This design comes from an exercise in tuning for small area and a short achievable clock period on the open sky130 flow, not from production work.
Power figures rest on the tool's default switching activity, not on a simulated workload.

Design prt_scaler_krnl_n, start of the top module:
module prt_scaler_krnl_n #(
  parameter int P_PPC   = 4,
  parameter int P_BPC   = 8,
  parameter int P_TAPS  = 4,
  parameter int P_LINES = 2,
  parameter int P_WIN   = 5,
  parameter int P_CBW   = 8,
  localparam int SELW   = $clog2(P_LINES * P_WIN),
  localparam int ADRW   = ($clog2(P_PPC) < 1) ? 1 : $clog2(P_PPC)
) (
  input  logic                              CLK_IN,
  input  logic                              RST_IN,
  input  logic                              AGNT_DE_IN,
  input  logic                              BYPASS_IN,
  input  logic [P_LINES*P_WIN*P_BPC-1:0]    SLW_DAT_IN,
  input  logic [P_PPC*P_TAPS*SELW-1:0]      MUX_SEL_IN,
  input  logic                              COEF_WR_IN,
  input  logic [ADRW-1:0]                   COEF_ADR_IN,
  input  logic [P_TAPS*P_CBW-1:0]           COEF_DAT_IN,
  input  logic                              COEF_UPD_IN,
  output logic                              COEF_PEND_OUT,
  output logic [P_PPC*P_BPC-1:0]            VID_DAT_OUT,
  output logic                              VID_DE_OUT
);
Size in the first run: about 4,800 cells after synthesis, about 220 I/O pins.
==> flow/config.mk <==
export PLATFORM = sky130hd
export DESIGN_NAME = prt_scaler_krnl_n
export DESIGN_NICKNAME = prt_scaler_krnl_n
export VERILOG_FILES = /design/flow/design.v
export SDC_FILE = /design/flow/constraint.sdc
export NUM_CORES = 4
export LEC_CHECK = 0
export CAP_MARGIN = 20
export CORE_MARGIN = 2
export CORE_UTILIZATION = 40
export SETUP_SLACK_MARGIN = 3.5
export SLEW_MARGIN = 20
==> flow/constraint.sdc <==
create_clock -name core_clock -period 6.0 [get_ports {CLK_IN}]
set_input_delay 1.2000 -clock core_clock [delete_from_list [all_inputs] [get_ports {CLK_IN}]]
set_output_delay 1.2000 -clock core_clock [all_outputs]
set_load 0.01 [all_outputs]
standard.sh (not shown) runs the stock make flow with config.mk's settings and CLKGATE_MAP_FILE= SYNTH_SCRIPT=/design/flow/synth_recipe.tcl, a recipe that flattens the netlist after the stock synthesis.
==> flow/flow/run.sh <==
#!/bin/bash
# Layout flow: the standard synthesis, then fixinv.py, a netlist pass that
# removes the inverters Yosys's full-adder extraction leaves around the fa
# cells (a full adder is self-dual, so each one may work on complemented
# signals instead), then the standard layout from floorplan to finish.
# Each tool's output goes to a log file of its own in this folder.
set -euo pipefail
R=orfs/results/${FLOW_PLATFORM}/prt_scaler_krnl_n/base
LIB=${FLOW_HOME}/platforms/${FLOW_PLATFORM}/lib/sky130_fd_sc_hd__tt_025C_1v80.lib
bash standard.sh synth > synth.log 2>&1
cp "$R/1_2_yosys.v" yosys_standard.v
python3 flow/fixinv.py "$LIB" yosys_standard.v "$R/1_2_yosys.v" > fixinv.log 2>&1
rm -f "$R/1_synth.odb" "$R/1_synth.sdc"
bash standard.sh > layout.log 2>&1
Other scripts of this flow, unchanged in this note and not shown: flow/flow/fixinv.py
Rerun with:
Settings changed: SETUP_SLACK_MARGIN 3.5 to unset.
Outcome:
- The new run produced a clean layout
- wire length shrinks by a few percent
- worst setup slack gets worse by 0.40 ns
- critical path depth stays the same
- first-iteration DRC count shrinks by a few percent
- core utilization shrinks by 0.41 points
- final area shrinks slightly
- hold slack is about the same
- die area does not change
- synthesized cell count stays the same
No functional check of the RTL was part of any run of this note.

---

Another version of the RTL of prt_scaler_krnl_n (not shown whole).
Size: about 4,400 cells after synthesis, ~220 I/O pins, roughly 0.060 mm^2 of cells after synthesis.
export LEC_CHECK = 0
export CAP_MARGIN = 20
export CORE_MARGIN = 2
export CORE_UTILIZATION = 40
export SETUP_SLACK_MARGIN = 3.6
export SLEW_MARGIN = 20
create_clock -name core_clock -period 6.0 [get_ports {CLK_IN}]
==> flow/flow/run.sh <==
#!/bin/bash
# Layout flow: the standard synthesis, then fixinv.py, a netlist pass that
# removes the inverters Yosys's full-adder extraction leaves around the fa
# cells (a full adder is self-dual, so each one may work on complemented
# signals instead), then the standard layout from floorplan to finish,
# with plain buffers on the ports.
# Each tool's output goes to a log file of its own in this folder.
set -euo pipefail
R=orfs/results/${FLOW_PLATFORM}/prt_scaler_krnl_n/base
LIB=${FLOW_HOME}/platforms/${FLOW_PLATFORM}/lib/sky130_fd_sc_hd__tt_025C_1v80.lib
bash standard.sh synth > synth.log 2>&1
cp "$R/1_2_yosys.v" yosys_standard.v
python3 flow/fixinv.py "$LIB" yosys_standard.v "$R/1_2_yosys.v" > fixinv.log 2>&1
rm -f "$R/1_synth.odb" "$R/1_synth.sdc"
# Port buffers: a plain buffer (sized later by the resizer) instead of the
# delay cell buffer_ports picks by itself; every port still gets its buffer.
export BUFFER_PORTS_ARGS="-buffer_cell sky130_fd_sc_hd__buf_2"
bash standard.sh > layout.log 2>&1
Other scripts of this flow, unchanged in this note and not shown: flow/flow/fixinv.py
The first run completed without violations.
Then changed:
--- a/flow/flow/run.sh
+++ b/flow/flow/run.sh
@@ -4,4 +4,3 @@
 # cells (a full adder is self-dual, so each one may work on complemented
-# signals instead), then the standard layout from floorplan to finish,
-# with plain buffers on the ports.
+# signals instead), then the standard layout from floorplan to finish.
 # Each tool's output goes to a log file of its own in this folder.
@@ -14,5 +13,2 @@
 rm -f "$R/1_synth.odb" "$R/1_synth.sdc"
-# Port buffers: a plain buffer (sized later by the resizer) instead of the
-# delay cell buffer_ports picks by itself; every port still gets its buffer.
-export BUFFER_PORTS_ARGS="-buffer_cell sky130_fd_sc_hd__buf_2"
 bash standard.sh > layout.log 2>&1
--- a/flow/config.mk
+++ b/flow/config.mk
@@ -10,3 +10,3 @@
 export CORE_UTILIZATION = 40
-export SETUP_SLACK_MARGIN = 3.6
+export SETUP_SLACK_MARGIN = 3.4
 export SLEW_MARGIN = 20
- core utilization came out lower by 0.99 points
- routed wire length came out lower by 3.0%
- sequential power is about the same
- cell area came out lower by about 2%
- die area stays the same
- cell count came out lower by 2.0%
- count of clock-buffer cells in the layout came out higher by 4
- register-to-register slack got worse by 120 ps
- worst setup slack got worse by 120 ps
- total power came out lower by 0.39%
- critical path depth does not change
Function was not checked in any run of this note: the RTL went through the layout flow alone.

separate check: timing with driven ports:
In the flow no input, the clock included, has a driving cell. The finished layouts below were timed again as built, in two steps. Step 1 (the two cells are an assumption about what drives the block):
set clk [get_ports {CLK_IN}]
set_driving_cell -lib_cell sky130_fd_sc_hd__clkbuf_16 $clk
set_driving_cell -lib_cell sky130_fd_sc_hd__buf_2 [delete_from_list [all_inputs] $clk]
Step 2 times the ports against the registers' clock, not the clock port: input delays grow and output delays shrink by t, the midpoint of the rising clock arrivals with the driver on. a / b / c = ideal / step 1 / step 2; a / b = the first two.
run	shift t [ns]	setup WS [ns]	clock arrival spread, ns	worst slew at a driven data input, ns	cell pins on the clock port's net
the first run of note 1	0.802	3.404 / 3.374 / 2.572	0.021 / 0.021	0.26	1
the second run of note 1	0.809	3.005 / 3.057 / 2.247	0.039 / 0.039	0.24	1
the first run of note 2	0.792	3.487 / 3.487 / 2.793	0.035 / 0.035	0.25	1
the second run of note 2	0.810	3.364 / 3.308 / 2.498	0.086 / 0.086	0.30	1
After both steps setup and hold are still met in every run listed. The setup slack of the second run of note 2, which loses most, moves by -0.056 ns with the drivers and by -0.866 ns with both steps.
